From an optimization exercise on the open Yosys and OpenROAD flow, aimed at a short achievable clock period and few clock cycles; shortcuts taken in it are not production practice. Only simulation tests tie the RTL to the original design; equivalence was not proved. Power is estimated from default activity; no workload was simulated.

==> run a <==
## lc3b_core
module lc3b_core
(
    input  logic                        clk,
    input  logic                        rst,
    input  logic                        instr_valid,
    input  logic [16-1:0]     instr,
    output logic                        instr_ready,
    output logic                        wb_valid,
    output logic [2:0]                  wb_dr,
    output logic [16-1:0]     wb_data,
    output logic [2:0]                  wb_cc
);
localparam int NB = 8;
function automatic logic [255:0] decode8(input logic [7:0] x);
    logic [15:0] l;
    logic [15:0] h;
    for (int k = 0; k < 16; k++)
    begin
        l[k] = (x[3:0] == 4'(k));
        h[k] = (x[7:4] == 4'(k));
    end
    for (int k = 0; k < 256; k++)
        decode8[k] = l[k & 15] && h[k >> 4];
endfunction
function automatic logic [15:0] mem_read(input logic [255:0][15:0] mem,
    input logic [NB*5-1:0] lo, input logic [NB-1:0] sel);
    logic [31:0][15:0] words;
    logic [15:0] v;
    v = '0;
    for (int b = 0; b < NB; b++)
    begin
        for (int j = 0; j < 32; j++)
            words[j] = mem[b * 32 + j];
        v = v | ({16{sel[b]}} & words[lo[b*5 +: 5]]);
    end
    mem_read = v;
endfunction
function automatic logic [NB-1:0] bank_sel(input logic en, input logic [7:0] a);
    for (int b = 0; b < NB; b++)
        bank_sel[b] = en && a[7:5] == 3'(b);
endfunction
  ...
clock: 8.0 ns
lec_check: 0
abc_clock_period_in_ps: 2500
cap_margin: 20
core_margin: 2
core_utilization: 40
setup_slack_margin: 5
slew_margin: 20
synth_memory_max_bits: 8192
tns_end_percent: 100
run.sh (not shown) runs the stock make flow with config.mk's settings and CLKGATE_MAP_FILE= SYNTH_SCRIPT=/design/flow/synth_recipe.tcl, a recipe that flattens the netlist after the stock synthesis.
==> run b (differences from run a) <==
--- a/flow/design.v
+++ b/flow/design.v
@@ -423,20 +423,20 @@
 logic [7:0]  m_waddr;
 logic        m_we;
 assign rx = pick4({1'b0, r_x_r2, r_x_r1, r_x_r0}, r_x, m_res, w_res, 16'd0);
 assign ry = pick4({1'b0, r_y_r2, r_y_r1, r_y_r0}, r_y, m_res, w_res, 16'd0);
 assign rs = pick4({1'b0, r_s_r2, r_s_r1, r_s_r0}, r_s, m_res, w_res, 16'd0);
 assign r_alu = alu(r_op & {6{r_late}}, r_amt, rx, ry);
+assign r_mrd = mem_read(dmem, r_alo, r_bsel);
 assign r_addr = rx[8:1] + r_off;           
 logic [255:0] m_wdec;
 logic         r_hit;
 assign m_wdec = decode8(m_waddr);
 assign r_hit = m_we && m_waddr == r_raddr;
-assign r_mrd = mem_read(dmem, r_alo, r_bsel & ~{NB{r_hit}});
-assign r_rdata = r_mrd | ({16{r_hit}} & ms);
-assign r_out = r_alu | r_mrd | pick4({2'b0, r_rd && r_hit, !r_late && !r_rd}, r_res, ms, 16'd0, 16'd0);
+assign r_rdata = r_hit ? ms : r_mrd;
+assign r_out = r_alu | pick4({1'b0, r_rd && r_hit, r_rd && !r_hit, !r_late && !r_rd}, r_res, r_mrd, ms, 16'd0);
 always_ff @(posedge clk)
 begin
     if (rst)
         m_v <= 1'b0;
     else
         m_v <= r_v;
==> run c (differences from run a) <==
--- a/flow/design.v
+++ b/flow/design.v
@@ -35,44 +35,45 @@
     output logic                        instr_ready,
     output logic                        wb_valid,
     output logic [2:0]                  wb_dr,
     output logic [16-1:0]     wb_data,
     output logic [2:0]                  wb_cc
 );
-localparam int NB = 8;
+localparam int NB = 16;
+localparam int LW = 4;           
 function automatic logic [255:0] decode8(input logic [7:0] x);
     logic [15:0] l;
     logic [15:0] h;
     for (int k = 0; k < 16; k++)
     begin
         l[k] = (x[3:0] == 4'(k));
         h[k] = (x[7:4] == 4'(k));
     end
     for (int k = 0; k < 256; k++)
         decode8[k] = l[k & 15] && h[k >> 4];
 endfunction
 function automatic logic [15:0] mem_read(input logic [255:0][15:0] mem,
-    input logic [NB*5-1:0] lo, input logic [NB-1:0] sel);
-    logic [31:0][15:0] words;
+    input logic [NB*LW-1:0] lo, input logic [NB-1:0] sel);
+    logic [2**LW-1:0][15:0] words;
     logic [15:0] v;
     v = '0;
     for (int b = 0; b < NB; b++)
     begin
-        for (int j = 0; j < 32; j++)
-            words[j] = mem[b * 32 + j];
-        v = v | ({16{sel[b]}} & words[lo[b*5 +: 5]]);
+        for (int j = 0; j < 2**LW; j++)
+            words[j] = mem[b * 2**LW + j];
+        v = v | ({16{sel[b]}} & words[lo[b*LW +: LW]]);
     end
     mem_read = v;
 endfunction
 function automatic logic [NB-1:0] bank_sel(input logic en, input logic [7:0] a);
     for (int b = 0; b < NB; b++)
-        bank_sel[b] = en && a[7:5] == 3'(b);
+        bank_sel[b] = en && a[7:LW] == (8-LW)'(b);
 endfunction
-function automatic logic [NB*5-1:0] bank_lo(input logic en, input logic [7:0] a);
+function automatic logic [NB*LW-1:0] bank_lo(input logic en, input logic [7:0] a);
     for (int b = 0; b < NB; b++)
-        bank_lo[b*5 +: 5] = (en && a[7:5] == 3'(b)) ? a[4:0] : 5'd0;
+        bank_lo[b*LW +: LW] = (en && a[7:LW] == (8-LW)'(b)) ? a[LW-1:0] : LW'(0);
 endfunction
 logic        ready_q;
 logic [15:0] pc;
 logic        q_v;
 logic [1:0]  q_gap;             
 logic [15:0] q_w;
@@ -101,26 +102,26 @@
 logic [3:0]  r_amt;
 logic [15:0] r_res;
 logic [15:0] r_x, r_y, r_s;
 logic        r_x_r1, r_x_r2, r_y_r1, r_y_r2, r_s_r1, r_s_r2, r_s_m1, r_x_m1, r_y_m1;
 logic        r_x_r0, r_y_r0, r_s_r0, r_x_m0, r_y_m0, r_s_m0;
 logic [7:0]  r_off;
-logic [NB*5-1:0] r_alo;
+logic [NB*LW-1:0] r_alo;
 logic [NB-1:0] r_bsel;
 logic [7:0]  r_raddr;
 logic        m_v, m_wr, m_setcc, m_sti, m_st;
 logic [2:0]  m_dr;
 logic [15:0] m_res;
 logic [15:0] m_s;
 logic        m_s_m1;
 logic        m_x_m1, m_y_m1, m_x_m0, m_y_m0, m_s_m0, m_rd2, m_alu2;
 logic [5:0]  m_op;
 logic [3:0]  m_amt;
 logic [15:0] m_x, m_y;
 logic [7:0]  m_addr;
-logic [NB*5-1:0] m_plo;
+logic [NB*LW-1:0] m_plo;
 logic [NB-1:0] m_bsel;
 logic        w_v, w_wr, w_setcc;
 logic [2:0]  w_dr;
 logic [15:0] w_res;
 logic [15:0] rf [8];
 logic [7:0]  rf_zero;           
@@ -423,20 +424,20 @@
 logic [7:0]  m_waddr;
 logic        m_we;
 assign rx = pick4({1'b0, r_x_r2, r_x_r1, r_x_r0}, r_x, m_res, w_res, 16'd0);
 assign ry = pick4({1'b0, r_y_r2, r_y_r1, r_y_r0}, r_y, m_res, w_res, 16'd0);
 assign rs = pick4({1'b0, r_s_r2, r_s_r1, r_s_r0}, r_s, m_res, w_res, 16'd0);
 assign r_alu = alu(r_op & {6{r_late}}, r_amt, rx, ry);
+assign r_mrd = mem_read(dmem, r_alo, r_bsel);
 assign r_addr = rx[8:1] + r_off;           
 logic [255:0] m_wdec;
 logic         r_hit;
 assign m_wdec = decode8(m_waddr);
 assign r_hit = m_we && m_waddr == r_raddr;
-assign r_mrd = mem_read(dmem, r_alo, r_bsel & ~{NB{r_hit}});
-assign r_rdata = r_mrd | ({16{r_hit}} & ms);
-assign r_out = r_alu | r_mrd | pick4({2'b0, r_rd && r_hit, !r_late && !r_rd}, r_res, ms, 16'd0, 16'd0);
+assign r_rdata = r_hit ? ms : r_mrd;
+assign r_out = r_alu | pick4({1'b0, r_rd && r_hit, r_rd && !r_hit, !r_late && !r_rd}, r_res, r_mrd, ms, 16'd0);
 always_ff @(posedge clk)
 begin
     if (rst)
         m_v <= 1'b0;
     else
         m_v <= r_v;
==> run notes <==
item	run a	run c	run b
Sequential cell area fraction in the yosys report	62.11%	62.38%	62.11%
Total length of routed met2 wires	387,800 um	395,800 um	365,200 um
Core region area	553,000 um^2	556,400 um^2	553,000 um^2
Peak supply drop	0.2494 mV	0.2138 mV	0.2610 mV
Netlist Area Pre-Place	222,100 um^2	223,200 um^2	222,100 um^2
Total area of multi-input combinational cells	84,720 um^2	84,650 um^2	84,220 um^2
Post-layout worst setup margin	4.104 ns	4.030 ns	4.125 ns
Routed WL	852,300 um	898,100 um	808,000 um
Final estimated routing congestion in global placement	0.9825	1.008	0.9749
CP Data Arrival Time	4.64 ns	5.01 ns	4.62 ns
Grt met2 use	45.77%	46.59%	42.78%
Worst slew margin	14.10%	8.202%	12.86%
Clock buffer count in the final layout	677	696	648
Flip-flop and latch share of the layout cell area	51.74%	52.01%	52.36%
Vias per cell	6.739	6.688	6.673
Reg power frac	49.4%	49.3%	50.1%
Worst flop-to-flop path startpoint	r_y_r1$_DFF_P_	r_alo[49]$_SDFF_PN0_	m_plo[20]$_DFF_P_
Met3 wire length	101,600 um	118,400 um	100,600 um
Number of sequential cells in the layout	4,760	4,824	4,760
Total number of placement rows	273	274	273
Worst setup slack for register-to-register paths	4.10 ns	4.03 ns	4.12 ns
Outcome	timing/DRC/antenna clean	timing/DRC/antenna clean	timing/DRC/antenna clean
HPWL after detailed placement	498,600 um	558,800 um	481,200 um
Global-route wire length before repair	1,153,000 um	1,195,000 um	1,102,000 um
WHS Endpoint	r_y_r0$_DFF_P_	r_s_r2$_DFF_P_	m_x_m1$_DFF_P_
Testbench counts of run a, summed over its fixed seeds: cycles 26,789.
Testbench counts of run b, summed over its fixed seeds: cycles 26,789.
Testbench counts of run c, summed over its fixed seeds: cycles 26,789.


==> inputs of harbor <==
==> flow/design.v <==
package lc3b_pkg;
typedef union packed {
    struct packed {
        logic [3:0] opcode;
        logic [2:0] dr;
        logic [2:0] sr1;
        logic       imm;           
        logic [4:0] tail;          
    } opr;
    struct packed {
        logic [3:0] opcode;
        logic [2:0] dr;            
        logic [2:0] base;
        logic [5:0] offset6;
    } mem;
} lc3b_instr_t;
function automatic logic [2:0] lc3b_nzp(input logic [16-1:0] value);
    logic [2:0] cc;
    if (value[16-1])
        cc = 3'b100;
    else if (value == '0)
        cc = 3'b010;
    else
        cc = 3'b001;
    lc3b_nzp = cc;
endfunction
endpackage
`timescale 1ns/10ps
module lc3b_core
(
    input  logic                        clk,
    input  logic                        rst,
    input  logic                        instr_valid,
    input  logic [16-1:0]     instr,
    output logic                        instr_ready,
    output logic                        wb_valid,
    output logic [2:0]                  wb_dr,
    output logic [16-1:0]     wb_data,
    output logic [2:0]                  wb_cc
);
logic        ready_q;
logic [15:0] pc;
logic        q_v;
logic        q_hold;
logic [15:0] q_w;
logic [15:0] q_npc;
logic        e_v;
logic        e_wr;
logic        e_setcc;
logic [2:0]  e_dr;
logic        e_add, e_and, e_not, e_shf, e_lea, e_mem;
logic        e_ldi, e_str, e_sti, e_st;
logic        e_shl, e_sra;
logic [3:0]  e_amt;
logic [15:0] e_a, e_b, e_sd;
logic        e_fa_m, e_fa_w, e_fb_m, e_fb_w, e_fs_m, e_fs_w;
logic [15:0] e_lea_val;
logic [7:0]  e_off;
logic [7:0]  e_a_lo;
logic        e_fa_m2, e_fa_w2;
logic [7:0]  m_res_lo;
logic [7:0]  w_res_lo;
logic        m_v;
logic        m_wr;
logic        m_setcc;
logic [2:0]  m_dr;
logic        m_ldi, m_sti, m_st;
logic [15:0] m_res;
logic [7:0]  m_ea;
logic [7:0]  m_off;
logic [15:0] m_sd;
logic        w_v;
logic        w_wr;
logic        w_setcc;
logic [2:0]  w_dr;
logic [15:0] w_res;
logic [15:0] rf [8];
logic [15:0] dmem [256];
function automatic logic reads_reg(input logic [15:0] w, input logic [2:0] r);
    logic [3:0] op;
    op = w[15:12];
    case (op)
        4'b0001, 4'b0101: reads_reg = (w[8:6] == r) || (!w[5] && w[2:0] == r);
        4'b1001, 4'b1101, 4'b0110, 4'b1010: reads_reg = (w[8:6] == r);
        4'b0111, 4'b1011: reads_reg = (w[8:6] == r) || (w[11:9] == r);
        default: reads_reg = 1'b0;
    endcase
endfunction
logic acc;
logic need_gap;
assign instr_ready = ready_q;
assign acc = instr_valid && ready_q;
assign need_gap = q_v && (q_w[15:12] == 4'b1010) && reads_reg(instr, q_w[11:9]);
always_ff @(posedge clk)
begin
    if (rst)
    begin
        ready_q <= 1'b1;
        pc <= 16'h3000;
        q_v <= 1'b0;
        q_hold <= 1'b0;
    end
    else if (q_hold)
    begin
        ready_q <= 1'b1;
        q_hold <= 1'b0;
    end
    else
    begin
        ready_q <= !(acc && need_gap);
        q_hold <= acc && need_gap;
        q_v <= acc;
        if (acc)
            pc <= pc + 16'd2;
    end
end
always_ff @(posedge clk)
begin
    if (acc && !q_hold)
    begin
        q_w <= instr;
        q_npc <= pc + 16'd2;
    end
end
logic        d_v;
logic [3:0]  d_op;
logic [2:0]  d_dr, d_s1, d_s2;
logic        d_add, d_and, d_not, d_shf, d_lea, d_ldr, d_ldi, d_str, d_sti;
logic        d_use_b;
logic        d_mem;
logic [15:0] d_ra, d_rb, d_rs;
assign d_v = q_v && !q_hold;
assign d_op = q_w[15:12];
assign d_dr = q_w[11:9];
assign d_s1 = q_w[8:6];
assign d_s2 = q_w[2:0];
assign d_add = (d_op == 4'b0001);
assign d_and = (d_op == 4'b0101);
assign d_not = (d_op == 4'b1001);
assign d_shf = (d_op == 4'b1101);
assign d_lea = (d_op == 4'b1110);
assign d_ldr = (d_op == 4'b0110);
assign d_ldi = (d_op == 4'b1010);
assign d_str = (d_op == 4'b0111);
assign d_sti = (d_op == 4'b1011);
assign d_mem = d_ldr || d_ldi || d_str || d_sti;
assign d_use_b = (d_add || d_and) && !q_w[5];
function automatic logic [15:0] rf_read(input logic [2:0] r, input logic [15:0] rf0,
    input logic [15:0] rf1, input logic [15:0] rf2, input logic [15:0] rf3,
    input logic [15:0] rf4, input logic [15:0] rf5, input logic [15:0] rf6,
    input logic [15:0] rf7, input logic wv, input logic [2:0] wr, input logic [15:0] wd);
    logic [15:0] v;
    case (r)
        3'd0: v = rf0;
        3'd1: v = rf1;
        3'd2: v = rf2;
        3'd3: v = rf3;
        3'd4: v = rf4;
        3'd5: v = rf5;
        3'd6: v = rf6;
        default: v = rf7;
    endcase
    rf_read = (wv && wr == r) ? wd : v;
endfunction
logic w_wen;
assign w_wen = w_v && w_wr;
assign d_ra = rf_read(d_s1, rf[0], rf[1], rf[2], rf[3], rf[4], rf[5], rf[6], rf[7], w_wen, w_dr, w_res);
assign d_rb = rf_read(d_s2, rf[0], rf[1], rf[2], rf[3], rf[4], rf[5], rf[6], rf[7], w_wen, w_dr, w_res);
assign d_rs = rf_read(d_dr, rf[0], rf[1], rf[2], rf[3], rf[4], rf[5], rf[6], rf[7], w_wen, w_dr, w_res);
logic e_fwd_ok, m_fwd_ok;
assign e_fwd_ok = e_v && e_wr;          
assign m_fwd_ok = m_v && m_wr;          
always_ff @(posedge clk)
begin
    if (rst)
        e_v <= 1'b0;
    else
        e_v <= d_v;
end
always_ff @(posedge clk)
begin
    e_wr <= !(d_str || d_sti);
    e_setcc <= !d_lea;
    e_dr <= d_dr;
    e_add <= d_add;
    e_and <= d_and;
    e_not <= d_not;
    e_shf <= d_shf;
    e_lea <= d_lea;
    e_mem <= d_mem;
    e_ldi <= d_ldi;
    e_str <= d_str;
    e_sti <= d_sti;
    e_st <= d_str || d_sti;
    e_shl <= !q_w[4];
    e_sra <= q_w[5];
    e_amt <= q_w[3:0];
    e_a <= d_ra;
    e_b <= d_use_b ? d_rb : {{11{q_w[4]}}, q_w[4:0]};
    e_sd <= d_rs;
    e_fa_m <= e_fwd_ok && e_dr == d_s1;
    e_fa_w <= m_fwd_ok && m_dr == d_s1 && !(e_fwd_ok && e_dr == d_s1);
    e_fb_m <= d_use_b && e_fwd_ok && e_dr == d_s2;
    e_fb_w <= d_use_b && m_fwd_ok && m_dr == d_s2 && !(e_fwd_ok && e_dr == d_s2);
    e_fs_m <= e_fwd_ok && e_dr == d_dr;
    e_fs_w <= m_fwd_ok && m_dr == d_dr && !(e_fwd_ok && e_dr == d_dr);
    e_a_lo <= d_mem ? d_ra[8:1] : 8'd0;
    e_fa_m2 <= d_mem && e_fwd_ok && e_dr == d_s1;
    e_fa_w2 <= d_mem && m_fwd_ok && m_dr == d_s1 && !(e_fwd_ok && e_dr == d_s1);
    e_lea_val <= q_npc + {{6{q_w[8]}}, q_w[8:0], 1'b0};
    e_off <= {{2{q_w[5]}}, q_w[5:0]};
end
logic [15:0] a, b, sd;
logic [15:0] shf_out;
logic [15:0] alu_out;
logic [15:0] e_rd;
logic [7:0]  m_waddr;
logic        m_we;
assign a  = e_fa_m ? m_res : (e_fa_w ? w_res : e_a);
assign b  = e_fb_m ? m_res : (e_fb_w ? w_res : e_b);
assign sd = e_fs_m ? m_res : (e_fs_w ? w_res : e_sd);
always_comb
begin
    if (e_shl)
        shf_out = a << e_amt;
    else if (!e_sra)
        shf_out = a >> e_amt;
    else
        shf_out = $signed(a) >>> e_amt;
end
always_comb
begin
    alu_out = e_lea_val;
    if (e_add) alu_out = a + b;
    if (e_and) alu_out = a & b;
    if (e_not) alu_out = ~a;
    if (e_shf) alu_out = shf_out;
end
logic [7:0]  ea, eb, eh, eg, ep;
logic [1:0]  z0;
logic [3:0]  zz [1:7];
logic [15:0] lo_sel;
logic [31:0] hi_sel;
logic [255:0] e_wl;
assign ea = e_fa_m2 ? m_res_lo : (e_fa_w2 ? w_res_lo : e_a_lo);
assign eb = e_off;
assign eh = ea ^ eb;
assign eg = ea & eb;
assign ep = ea | eb;
assign z0[0] = !eh[0];
assign z0[1] = eh[0];
always_comb
begin
    for (int i = 1; i < 8; i++)
    begin
        zz[i][0] = !(eh[i] ^ ep[i-1]);
        zz[i][2] = eh[i] ^ ep[i-1];
        zz[i][1] = !(eh[i] ^ eg[i-1]);
        zz[i][3] = eh[i] ^ eg[i-1];
    end
    for (int k = 0; k < 16; k++)
        lo_sel[k] = z0[k & 1] && zz[1][(k >> 0) & 3] && zz[2][(k >> 1) & 3] && zz[3][(k >> 2) & 3];
    for (int k = 0; k < 32; k++)
        hi_sel[k] = zz[4][(k >> 0) & 3] && zz[5][(k >> 1) & 3] && zz[6][(k >> 2) & 3] && zz[7][(k >> 3) & 3];
    for (int k = 0; k < 256; k++)
        e_wl[k] = lo_sel[k & 15] && hi_sel[k >> 3];
end
logic [15:0] e_mrd;
always_comb
begin
    e_mrd = '0;
    for (int k = 0; k < 256; k++)
        e_mrd = e_mrd | ({16{e_wl[k]}} & dmem[k]);
end
logic [7:0] hit_bit;
logic       e_hit;
assign hit_bit[0] = !(eh[0] ^ m_waddr[0]);
always_comb
    for (int i = 1; i < 8; i++)
        hit_bit[i] = !(eh[i] ^ m_waddr[i] ^ (m_waddr[i-1] ? eg[i-1] : ep[i-1]));
assign e_hit = m_we && (&hit_bit);
assign e_rd = e_hit ? m_sd : e_mrd;
always_ff @(posedge clk)
begin
    if (rst)
        m_v <= 1'b0;
    else
        m_v <= e_v;
end
always_ff @(posedge clk)
begin
    m_wr <= e_wr;
    m_setcc <= e_setcc;
    m_dr <= e_dr;
    m_ldi <= e_ldi;
    m_sti <= e_sti;
    m_st <= e_st;
    m_res <= e_mem ? e_rd : alu_out;
    m_res_lo <= !e_wr ? 8'd0 : (e_mem ? e_rd[8:1] : alu_out[8:1]);
    m_ea <= ea;
    m_off <= e_off;
    m_sd <= sd;
end
assign m_we = m_v && m_st;
assign m_waddr = m_sti ? m_res[8:1] : m_ea + m_off;
function automatic logic [255:0] decode8(input logic [7:0] x);
    logic [15:0] l;
    logic [15:0] h;
    for (int k = 0; k < 16; k++)
    begin
        l[k] = (x[3:0] == 4'(k));
        h[k] = (x[7:4] == 4'(k));
    end
    for (int k = 0; k < 256; k++)
        decode8[k] = l[k & 15] && h[k >> 4];
endfunction
logic [255:0] m_wsel;
logic [255:0] m_rsel;
logic [15:0]  m_mrd;
assign m_wsel = decode8(m_waddr);
assign m_rsel = decode8(m_res[8:1]);
always_comb
begin
    m_mrd = '0;
    for (int k = 0; k < 256; k++)
        m_mrd = m_mrd | ({16{m_rsel[k]}} & dmem[k]);
end
always_ff @(posedge clk)
begin
    for (int k = 0; k < 256; k++)
        if (m_we && m_wsel[k])
            dmem[k] <= m_sd;
end
always_ff @(posedge clk)
begin
    if (rst)
        w_v <= 1'b0;
    else
        w_v <= m_v;
end
always_ff @(posedge clk)
begin
    w_wr <= m_wr;
    w_setcc <= m_setcc;
    w_dr <= m_dr;
    w_res <= m_ldi ? m_mrd : m_res;
    w_res_lo <= !m_wr ? 8'd0 : (m_ldi ? m_mrd[8:1] : m_res[8:1]);
end
always_ff @(posedge clk)
begin
    if (rst)
    begin
        for (int i = 0; i < 8; i++)
            rf[i] <= '0;
    end
    else if (w_wen)
        rf[w_dr] <= w_res;
end
always_ff @(posedge clk)
begin
    if (rst)
    begin
        wb_valid <= 1'b0;
        wb_cc <= 3'b010;
    end
    else
    begin
        wb_valid <= w_wen;
        if (w_wen && w_setcc)
            wb_cc <= lc3b_pkg::lc3b_nzp(w_res);
    end
end
always_ff @(posedge clk)
begin
    if (w_wen)
    begin
        wb_dr <= w_dr;
        wb_data <= w_res;
    end
end
endmodule
==> flow/run.sh <==
#!/bin/bash
# synth_recipe.tcl (not shown) runs the flow's synth.tcl, then flattens the netlist and writes it again
# the make line also repeats each setting of config.mk as NAME=value (left out here)
make -C /OpenROAD-flow-scripts/flow DESIGN_CONFIG=/design/flow/config.mk WORK_HOME=/design/flow/orfs CLKGATE_MAP_FILE= SYNTH_SCRIPT=/design/flow/synth_recipe.tcl finish
==> flow/config.mk <==
export PLATFORM = sky130hd
export DESIGN_NAME = lc3b_core
export DESIGN_NICKNAME = lc3b_core
export VERILOG_FILES = /design/flow/design.v
export SDC_FILE = /design/flow/constraint.sdc
export NUM_CORES = 4
export LEC_CHECK = 0
export ABC_CLOCK_PERIOD_IN_PS = 2500
export CAP_MARGIN = 20
export CORE_MARGIN = 2
export CORE_UTILIZATION = 40
export SETUP_SLACK_MARGIN = 5
export SLEW_MARGIN = 20
export SYNTH_MEMORY_MAX_BITS = 8192
export TNS_END_PERCENT = 20
==> flow/constraint.sdc <==
create_clock -name core_clock -period 8.0 [get_ports {clk}]
set_input_delay 1.6000 -clock core_clock [delete_from_list [all_inputs] [get_ports {clk}]]
set_output_delay 1.6000 -clock core_clock [all_outputs]
set_load 0.01 [all_outputs]
==> tundra: changes against harbor <==
--- a/flow/design.v
+++ b/flow/design.v
@@ -57,8 +57,4 @@
 logic [15:0] e_lea_val;
 logic [7:0]  e_off;
-logic [7:0]  e_a_lo;
-logic        e_fa_m2, e_fa_w2;
-logic [7:0]  m_res_lo;
-logic [7:0]  w_res_lo;
 logic        m_v;
 logic        m_wr;
@@ -67,6 +63,5 @@
 logic        m_ldi, m_sti, m_st;
 logic [15:0] m_res;
-logic [7:0]  m_ea;
-logic [7:0]  m_off;
+logic [7:0]  m_addr;
 logic [15:0] m_sd;
 logic        w_v;
@@ -128,5 +123,4 @@
 logic        d_add, d_and, d_not, d_shf, d_lea, d_ldr, d_ldi, d_str, d_sti;
 logic        d_use_b;
-logic        d_mem;
 logic [15:0] d_ra, d_rb, d_rs;
 assign d_v = q_v && !q_hold;
@@ -144,5 +138,4 @@
 assign d_str = (d_op == 4'b0111);
 assign d_sti = (d_op == 4'b1011);
-assign d_mem = d_ldr || d_ldi || d_str || d_sti;
 assign d_use_b = (d_add || d_and) && !q_w[5];
 function automatic logic [15:0] rf_read(input logic [2:0] r, input logic [15:0] rf0,
@@ -188,5 +181,5 @@
     e_shf <= d_shf;
     e_lea <= d_lea;
-    e_mem <= d_mem;
+    e_mem <= d_ldr || d_ldi || d_str || d_sti;
     e_ldi <= d_ldi;
     e_str <= d_str;
@@ -205,7 +198,4 @@
     e_fs_m <= e_fwd_ok && e_dr == d_dr;
     e_fs_w <= m_fwd_ok && m_dr == d_dr && !(e_fwd_ok && e_dr == d_dr);
-    e_a_lo <= d_mem ? d_ra[8:1] : 8'd0;
-    e_fa_m2 <= d_mem && e_fwd_ok && e_dr == d_s1;
-    e_fa_w2 <= d_mem && m_fwd_ok && m_dr == d_s1 && !(e_fwd_ok && e_dr == d_s1);
     e_lea_val <= q_npc + {{6{q_w[8]}}, q_w[8:0], 1'b0};
     e_off <= {{2{q_w[5]}}, q_w[5:0]};
@@ -214,4 +204,5 @@
 logic [15:0] shf_out;
 logic [15:0] alu_out;
+logic [7:0]  e_addr;
 logic [15:0] e_rd;
 logic [7:0]  m_waddr;
@@ -237,48 +228,6 @@
     if (e_shf) alu_out = shf_out;
 end
-logic [7:0]  ea, eb, eh, eg, ep;
-logic [1:0]  z0;
-logic [3:0]  zz [1:7];
-logic [15:0] lo_sel;
-logic [31:0] hi_sel;
-logic [255:0] e_wl;
-assign ea = e_fa_m2 ? m_res_lo : (e_fa_w2 ? w_res_lo : e_a_lo);
-assign eb = e_off;
-assign eh = ea ^ eb;
-assign eg = ea & eb;
-assign ep = ea | eb;
-assign z0[0] = !eh[0];
-assign z0[1] = eh[0];
-always_comb
-begin
-    for (int i = 1; i < 8; i++)
-    begin
-        zz[i][0] = !(eh[i] ^ ep[i-1]);
-        zz[i][2] = eh[i] ^ ep[i-1];
-        zz[i][1] = !(eh[i] ^ eg[i-1]);
-        zz[i][3] = eh[i] ^ eg[i-1];
-    end
-    for (int k = 0; k < 16; k++)
-        lo_sel[k] = z0[k & 1] && zz[1][(k >> 0) & 3] && zz[2][(k >> 1) & 3] && zz[3][(k >> 2) & 3];
-    for (int k = 0; k < 32; k++)
-        hi_sel[k] = zz[4][(k >> 0) & 3] && zz[5][(k >> 1) & 3] && zz[6][(k >> 2) & 3] && zz[7][(k >> 3) & 3];
-    for (int k = 0; k < 256; k++)
-        e_wl[k] = lo_sel[k & 15] && hi_sel[k >> 3];
-end
-logic [15:0] e_mrd;
-always_comb
-begin
-    e_mrd = '0;
-    for (int k = 0; k < 256; k++)
-        e_mrd = e_mrd | ({16{e_wl[k]}} & dmem[k]);
-end
-logic [7:0] hit_bit;
-logic       e_hit;
-assign hit_bit[0] = !(eh[0] ^ m_waddr[0]);
-always_comb
-    for (int i = 1; i < 8; i++)
-        hit_bit[i] = !(eh[i] ^ m_waddr[i] ^ (m_waddr[i-1] ? eg[i-1] : ep[i-1]));
-assign e_hit = m_we && (&hit_bit);
-assign e_rd = e_hit ? m_sd : e_mrd;
+assign e_addr = a[8:1] + e_off;
+assign e_rd = (m_we && m_waddr == e_addr) ? m_sd : dmem[e_addr];
 always_ff @(posedge clk)
 begin
@@ -297,38 +246,13 @@
     m_st <= e_st;
     m_res <= e_mem ? e_rd : alu_out;
-    m_res_lo <= !e_wr ? 8'd0 : (e_mem ? e_rd[8:1] : alu_out[8:1]);
-    m_ea <= ea;
-    m_off <= e_off;
+    m_addr <= e_addr;
     m_sd <= sd;
 end
 assign m_we = m_v && m_st;
-assign m_waddr = m_sti ? m_res[8:1] : m_ea + m_off;
-function automatic logic [255:0] decode8(input logic [7:0] x);
-    logic [15:0] l;
-    logic [15:0] h;
-    for (int k = 0; k < 16; k++)
-    begin
-        l[k] = (x[3:0] == 4'(k));
-        h[k] = (x[7:4] == 4'(k));
-    end
-    for (int k = 0; k < 256; k++)
-        decode8[k] = l[k & 15] && h[k >> 4];
-endfunction
-logic [255:0] m_wsel;
-logic [255:0] m_rsel;
-logic [15:0]  m_mrd;
-assign m_wsel = decode8(m_waddr);
-assign m_rsel = decode8(m_res[8:1]);
-always_comb
-begin
-    m_mrd = '0;
-    for (int k = 0; k < 256; k++)
-        m_mrd = m_mrd | ({16{m_rsel[k]}} & dmem[k]);
-end
+assign m_waddr = m_sti ? m_res[8:1] : m_addr;
 always_ff @(posedge clk)
 begin
-    for (int k = 0; k < 256; k++)
-        if (m_we && m_wsel[k])
-            dmem[k] <= m_sd;
+    if (m_we)
+        dmem[m_waddr] <= m_sd;
 end
 always_ff @(posedge clk)
@@ -344,6 +268,5 @@
     w_setcc <= m_setcc;
     w_dr <= m_dr;
-    w_res <= m_ldi ? m_mrd : m_res;
-    w_res_lo <= !m_wr ? 8'd0 : (m_ldi ? m_mrd[8:1] : m_res[8:1]);
+    w_res <= m_ldi ? dmem[m_res[8:1]] : m_res;
 end
 always_ff @(posedge clk)
==> run notes <==
| quantity | tundra | harbor |
|---|---|---|
| Count of H-tree levels built during CTS | 5 | 6 |
| Vert. Die Dim | 730 um | 706 um |
| Synthesized netlist net count | 11,000 | 14,600 |
| Mux share of post-synthesis cell area | 0.288 | 0.0132 |
| RD Place Congestion | 0.921 | 1.62 |
| Top-area cell type share of the netlist area | 0.608 | 0.651 |
| Simple-gate portion of the synthesized area | 0.0287 | 0.0887 |
| Area fraction in compound gates after synthesis | 0.0314 | 0.190 |
| Synthesized instance count | 11,000 | 14,500 |
| Flip-flop and latch count after synthesis | 4,457 | 4,489 |
| Setup fix buffers added after clock tree synthesis | 257 | 1,433 |
| Floorplan row count | 266 | 257 |
| Post-synthesis sequential area ratio | 0.626 | 0.673 |
| Mapped Area | 211,000 um^2 | 197,000 um^2 |
| Placement-stage cell area | 222,000 um^2 | 222,000 um^2 |
| Total clock sinks | 4,457 | 4,489 |
| Run status | complete, no violations | did not finish |
| Failing step | - | 5_1_grt |
| YS warnings | 1 | 3 |
| CTS-repair resized insts | 804 | 2,151 |
| CTS Buf Count | 463 | 525 |
| Setup Slack @ Placement | 1.51 ns | 1.54 ns |
| Die Width | 730 um | 706 um |
| Post-synthesis share of cell area spent on full adders, half adders and majority gates | 0.00254 | 0.00367 |
Testbench counts of harbor, summed over its fixed seeds: cycles 25,722.
Testbench counts of tundra, summed over its fixed seeds: cycles 25,722.

re-timing with driven ports:
The results above use ideal ports. As a check the final layouts listed here were re-extracted and re-timed, cells and wires unchanged. Step 1, drivers: a clkbuf_16 drives clk and a buf_2 each remaining input, both assumed. Step 2 times the ports against the registers' clock, not the clock port: input delays grow and output delays shrink by t, the midpoint of the rising clock arrivals with the driver on. Three values: ideal, step 1, step 2; two values: the first two.
run	t, ns	setup WS [ns]	clock arrival spread, ns	pins driven straight from the clock port
run a	1.190	4.104 / 4.104 / 3.930	0.083 / 0.083	1
run b	1.187	4.125 / 4.125 / 3.874	0.069 / 0.068	1
run c	1.224	4.030 / 4.030 / 3.875	0.067 / 0.067	1
tundra	1.188	3.185 / 3.185 / 3.185	0.103 / 0.103	1
After both steps setup and hold are still met in every run listed. The setup slack of run b, which loses most, moves by 0.000 ns with the drivers and by -0.251 ns with both steps.
